Context: an optimization exercise on an open-source flow, tuned for small area, a short achievable clock period and few clock cycles. The choices shown serve that exercise and are no tape-out recipe.
Where RTL was checked, it was by simulation tests only, not by an equivalence proof against the original.
Power figures rest on the tool's default switching activity, not on a simulated workload.

==> inputs of 10-07 <==
Design graph_triangle_enumerator, start of the top module:
module graph_triangle_enumerator (
   input  wire logic                              clock,
   input  wire logic                              reset,
   input  wire logic                              req_valid,
   output logic                                   req_ready,
   input  wire logic                              req_kind,
   input  wire logic [gte_pkg::NODE_W-1:0]        req_row_index,
   input  wire logic [gte_pkg::ROW_W-1:0]         req_row_bits,
   output logic                                   rsp_valid,
   input  wire logic                              rsp_ready,
   output logic      [gte_pkg::NODE_W-1:0]        rsp_first_node,
   output logic      [gte_pkg::NODE_W-1:0]        rsp_second_node,
   output logic      [gte_pkg::NODE_W-1:0]        rsp_third_node,
   output logic                                   rsp_found,
   input  wire logic                              psel,
   input  wire logic                              penable,
   input  wire logic                              pwrite,
   input  wire logic [gte_pkg::CSR_ADDR_W-1:0]    paddr,
   input  wire logic [gte_pkg::CSR_DATA_W-1:0]    pwdata,
   output logic      [gte_pkg::CSR_DATA_W-1:0]    prdata,
   output logic                                   pready
);
export LEC_CHECK = 0
export CAP_MARGIN = 20
export CORE_MARGIN = 2
export CORE_UTILIZATION = 40
export PLACE_DENSITY = 0.6
export SETUP_SLACK_MARGIN = 3.0
export SLEW_MARGIN = 20
create_clock -name core_clock -period 7.0 [get_ports {clock}]
run.sh (not shown) runs the stock make flow with config.mk's settings and CLKGATE_MAP_FILE= SYNTH_SCRIPT=/design/flow/synth_recipe.tcl, a recipe that flattens the netlist after the stock synthesis.
==> 04-26: changes against 10-07 <==
--- a/flow/design.v
+++ b/flow/design.v
@@ -65,144 +65,82 @@
    function automatic logic [31:0] below(input logic [5:0] k);
       integer i;
       for (i = 0; i < 32; i = i + 1) begin
          below[i] = (i[5:0] < k);
       end
    endfunction
    localparam logic [1:0] S_RSTU = 2'd0;
-   localparam logic [1:0] S_SCAN = 2'd1;
-   localparam logic [1:0] S_DONE = 2'd2;
+   localparam logic [1:0] S_RSTV = 2'd1;
+   localparam logic [1:0] S_SCAN = 2'd2;
+   localparam logic [1:0] S_DONE = 2'd3;
    logic              pend_ff;
    logic              rsp_valid_ff;
    logic              out_found_ff;
    logic [NODE_W-1:0] out_a_ff;
    logic [NODE_W-1:0] out_b_ff;
    logic [NODE_W-1:0] out_c_ff;
    logic              cur_ff;         
    logic [1:0]        st_ff;
    logic [NODE_W-1:0] au_ff;
    logic [ROW_W-1:0]  vset_ff;
-   logic              floor_ff;       
-   logic              b_valid_ff;
-   logic [NODE_W-1:0] b_u_ff;
-   logic [NODE_W-1:0] b_v_ff;
-   logic [ROW_W-1:0]  b_w_ff;
+   logic              eflag_ff;
    logic              c_valid_ff;
+   logic              c_last_ff;
    logic [NODE_W-1:0] c_u_ff;
    logic [NODE_W-1:0] c_v_ff;
    logic [ROW_W-1:0]  c_w_ff;
    logic              fetch_acc;
    logic              nx_valid;
    logic              out_space;
    logic              pop;
    logic              restart;
-   logic [5:0]        n_eff;
    logic [ROW_W-1:0]  mask_n;
    logic [NODE_W-1:0] cu;
    logic [NODE_W-1:0] cv;
-   logic [NODE_W-1:0] au_next;
-   logic              scan_row;
-   logic              scan_edge;
-   logic [ROW_W-1:0]  row_in;
    logic [ROW_W-1:0]  v_sel;
    logic [ROW_W-1:0]  v_rest;
-   logic [ROW_W-1:0]  w_floor;
+   logic [NODE_W-1:0] v_idx;
    logic [ROW_W-1:0]  w_scan;
-   logic              c_multi;
+   logic [ROW_W-1:0]  w_rstv;
+   logic              w_any;
    logic              c_free;
-   logic              b_free;
+   logic              c_load;
    logic [ROW_W-1:0]  c_w_sel;
    logic [ROW_W-1:0]  c_w_rest;
-   assign n_eff   = (node_count > 6'd32) ? 6'd32 : node_count;
-   assign mask_n  = below(n_eff);
-   assign nx_valid  = c_valid_ff || ((st_ff == S_DONE) && !b_valid_ff);
+   logic [NODE_W-1:0] c_w_idx;
+   logic [5:0]        n_eff;
+   assign n_eff  = (node_count > 6'd32) ? 6'd32 : node_count;
+   assign mask_n = below(n_eff);
+   assign nx_valid  = c_valid_ff || (st_ff == S_DONE);
    assign out_space = !rsp_valid_ff || rsp_ready;
    assign pop       = pend_ff && nx_valid && out_space;
    assign req_ready = !pend_ff || (nx_valid && out_space);
    assign fetch_acc = req_valid && req_ready && req_kind;
    assign load_acc  = req_valid && req_ready && !req_kind;
    assign restart   = load_acc || count_write;
    assign cu = cur_ff ? out_a_ff : '0;
    assign cv = cur_ff ? out_b_ff : '0;
-   assign au_next   = au_ff + 5'd1;
-   assign scan_row  = (st_ff == S_SCAN) && (vset_ff == '0);
-   assign scan_edge = (st_ff == S_SCAN) && (vset_ff != '0) && b_free;
    assign v_sel  = low_bit(vset_ff);
    assign v_rest = vset_ff & ~v_sel;
-   assign rd_sel = v_sel
-                 | (scan_row ? dec(au_next) : '0)
-                 | ((st_ff == S_RSTU) ? dec(cu) : '0);
-   assign w_floor = floor_ff ? above(out_c_ff) : '1;
-   assign w_scan  = rd_row & v_rest & w_floor;
-   assign row_in  = rd_row & mask_n;
-   always_ff @(posedge clock) begin
-      if (reset || restart) begin
-         st_ff <= S_RSTU;
-      end else begin
-         case (st_ff)
-            S_RSTU: st_ff <= S_SCAN;
-            S_SCAN: begin
-               if (scan_row && ({1'b0, au_ff} + 6'd3 >= n_eff)) begin
-                  st_ff <= S_DONE;
-               end
-            end
-            default: st_ff <= st_ff;
-         endcase
-      end
-   end
-   always_ff @(posedge clock) begin
-      if (reset || restart) begin
-         vset_ff  <= '0;
-         floor_ff <= 1'b0;
-      end else if (st_ff == S_RSTU) begin
-         au_ff    <= cu;
-         vset_ff  <= row_in & (above(cv) | dec(cv));
-         floor_ff <= cur_ff && ((row_in & dec(cv)) != '0);
-      end else if (scan_row) begin
-         au_ff    <= au_next;
-         vset_ff  <= row_in;
-      end else if (scan_edge) begin
-         vset_ff  <= v_rest;
-         floor_ff <= 1'b0;
-      end
-   end
+   assign v_idx  = enc(v_sel);
+   assign w_scan = rd_row & v_rest;
+   assign w_rstv = rd_row & vset_ff & above(out_c_ff);
+   always_comb begin
+      case (st_ff)
+         S_RSTU:  rd_sel = dec(cu);
+         S_RSTV:  rd_sel = dec(out_b_ff);
+         default: rd_sel = (vset_ff == '0) ? dec(au_ff + 5'd1) : v_sel;
+      endcase
+   end
+   assign c_free   = !c_valid_ff || (pop && c_last_ff);
+   assign w_any    = (w_scan != '0);
+   assign c_load   = (st_ff == S_SCAN) && (vset_ff != '0) && w_any && c_free;
    assign c_w_sel  = low_bit(c_w_ff);
    assign c_w_rest = c_w_ff & ~c_w_sel;
-   assign c_multi  = (c_w_rest != '0);
-   assign c_free   = !c_valid_ff || (pop && !c_multi);
-   assign b_free   = !b_valid_ff || c_free;
-   always_ff @(posedge clock) begin
-      if (reset || restart) begin
-         b_valid_ff <= 1'b0;
-         c_valid_ff <= 1'b0;
-      end else begin
-         if (scan_edge) begin
-            b_valid_ff <= (w_scan != '0);
-         end else if (c_free) begin
-            b_valid_ff <= 1'b0;
-         end
-         if (c_free) begin
-            c_valid_ff <= b_valid_ff;
-         end
-      end
-   end
-   always_ff @(posedge clock) begin
-      if (scan_edge) begin
-         b_u_ff <= au_ff;
-         b_v_ff <= enc(v_sel);
-         b_w_ff <= w_scan;
-      end
-      if (c_free) begin
-         c_u_ff <= b_u_ff;
-         c_v_ff <= b_v_ff;
-         c_w_ff <= b_w_ff;
-      end else if (pop && c_valid_ff) begin
-         c_w_ff <= c_w_rest;
-      end
-   end
+   assign c_w_idx  = enc(c_w_sel);
    always_ff @(posedge clock) begin
       if (reset) begin
          pend_ff      <= 1'b0;
          rsp_valid_ff <= 1'b0;
          cur_ff       <= 1'b0;
       end else begin
          if (fetch_acc) begin
@@ -224,23 +162,85 @@
    end
    always_ff @(posedge clock) begin
       if (pop) begin
          out_found_ff <= c_valid_ff;
          if (c_valid_ff) begin
             out_a_ff <= c_u_ff;
             out_b_ff <= c_v_ff;
-            out_c_ff <= enc(c_w_sel);
+            out_c_ff <= c_w_idx;
          end
       end
    end
    assign rsp_valid       = rsp_valid_ff;
    assign rsp_found       = out_found_ff;
    assign rsp_first_node  = out_found_ff ? out_a_ff : '0;
    assign rsp_second_node = out_found_ff ? out_b_ff : '0;
    assign rsp_third_node  = out_found_ff ? out_c_ff : '0;
+   always_ff @(posedge clock) begin
+      if (reset || restart) begin
+         st_ff <= S_RSTU;
+      end else begin
+         case (st_ff)
+            S_RSTU: st_ff <= S_RSTV;
+            S_RSTV: st_ff <= S_SCAN;
+            S_SCAN: begin
+               if ((vset_ff == '0) && ({1'b0, au_ff} + 6'd3 >= n_eff)) begin
+                  st_ff <= S_DONE;
+               end
+            end
+            default: st_ff <= st_ff;
+         endcase
+      end
+   end
+   always_ff @(posedge clock) begin
+      case (st_ff)
+         S_RSTU: begin
+            au_ff    <= cu;
+            vset_ff  <= rd_row & mask_n & above(cv);
+            eflag_ff <= cur_ff && ((rd_row & mask_n & dec(cv)) != '0);
+         end
+         S_SCAN: begin
+            if (vset_ff == '0) begin
+               au_ff   <= au_ff + 5'd1;
+               vset_ff <= rd_row & mask_n;
+            end else if (!w_any || c_free) begin
+               vset_ff <= v_rest;
+            end
+         end
+         default: begin
+         end
+      endcase
+   end
+   always_ff @(posedge clock) begin
+      if (reset || restart) begin
+         c_valid_ff <= 1'b0;
+      end else if ((st_ff == S_RSTV) && eflag_ff && (w_rstv != '0)) begin
+         c_valid_ff <= 1'b1;
+      end else if (c_load) begin
+         c_valid_ff <= 1'b1;
+      end else if (pop && c_valid_ff && c_last_ff) begin
+         c_valid_ff <= 1'b0;
+      end
+   end
+   always_ff @(posedge clock) begin
+      if (st_ff == S_RSTV) begin
+         c_u_ff    <= au_ff;
+         c_v_ff    <= out_b_ff;
+         c_w_ff    <= w_rstv;
+         c_last_ff <= ((w_rstv & pre_or(w_rstv)) == '0);
+      end else if (c_load) begin
+         c_u_ff    <= au_ff;
+         c_v_ff    <= v_idx;
+         c_w_ff    <= w_scan;
+         c_last_ff <= ((w_scan & pre_or(w_scan)) == '0);
+      end else if (pop && c_valid_ff) begin
+         c_w_ff    <= c_w_rest;
+         c_last_ff <= ((c_w_rest & pre_or(c_w_rest)) == '0);
+      end
+   end
 endmodule
 `default_nettype wire
 `default_nettype none
 import gte_pkg::*;
 module gte_dp (
    input  wire logic                        clock,
    input  wire logic                        reset,
Settings changed: SETUP_SLACK_MARGIN 3.0 to default.
==> insert_results.sql <==
INSERT INTO impl_metrics (metric_group, metric, value, unit) VALUES
('run_status', 'status', 'timing/DRC/antenna clean', ''),
('sta', 'clock.fmax', '153', 'MHz'),
('synth', 'synth-edff-count', '591', ''),
('die', 'tapcell.inserted', '1060', ''),
('cells_and_area', 'multi_input_area', '13200', 'sq um'),
('synth', 'post_synth_num_cell_types', '103', ''),
('routing', 'met2_length', '65.2', 'mm'),
('cells_and_area', 'most-common-layout-cells', 'sky130_fd_sc_hd__edfxtp_1 (591), sky130_fd_sc_hd__nand2_1 (268), sky130_fd_sc_hd__nor2_1 (214)', ''),
('pwr', 'switching_share', '36.0', '%');
[end of results for 04-26]
==> insert_results.sql <==
INSERT INTO impl_metrics (metric_group, metric, value, unit) VALUES
('synth', 'post_synth_num_cell_types', '114', ''),
('pwr', 'switching_share', '31.2', '%'),
('cells_and_area', 'multi_input_area', '17400', 'sq um'),
('pwr', 'pwr-share-comb', '19.0', '%'),
('run_status', 'status', 'timing/DRC/antenna clean', ''),
('cells_and_area', 'most-common-layout-cells', 'sky130_fd_sc_hd__edfxtp_1 (597), sky130_fd_sc_hd__nand2_1 (413), sky130_fd_sc_hd__buf_4 (393)', ''),
('routing', 'met2_length', '91.1', 'mm'),
('die', 'tapcell.inserted', '1176', ''),
('sta', 'clock.fmax', '233', 'MHz');
[end of results for 10-07]
Testbench counts of 04-26, summed over its fixed seeds: cycles 33,335.
Function not checked in 10-07: the RTL went through the layout flow alone.

[re-timing with driven ports]
The flow's constraints put no driver on any port. The routed layouts listed below were extracted and timed again, unchanged, in two steps.
Step 1 (the two cells are an assumption about what drives the block):
set clk [get_ports {clock}]
set_driving_cell -lib_cell sky130_fd_sc_hd__clkbuf_16 $clk
set_driving_cell -lib_cell sky130_fd_sc_hd__buf_2 [delete_from_list [all_inputs] $clk]
Step 2 also shifts input and output timing later by t, the mid clock arrival at the registers, as if the neighbouring blocks saw the same clock.
Slacks: ideal / step 1 / step 2; pairs: ideal / step 1.
| run | shift t [ns] | setup WS [ns] | worst hold slack (ns) | cell pins on the clock port's net |
|---|---|---|---|---|
| 10-07 | 0.782 | 2.704 / 2.704 / 2.336 | 0.418 / 0.418 / 0.418 | 1 |
| 04-26 | 0.710 | 0.460 / 0.460 / 0.460 | 0.412 / 0.412 / 0.412 | 1 |
After both steps every run listed still meets setup and hold. The setup slack of 10-07, which loses most, moves by 0.000 ns with the drivers and by -0.368 ns with both steps.
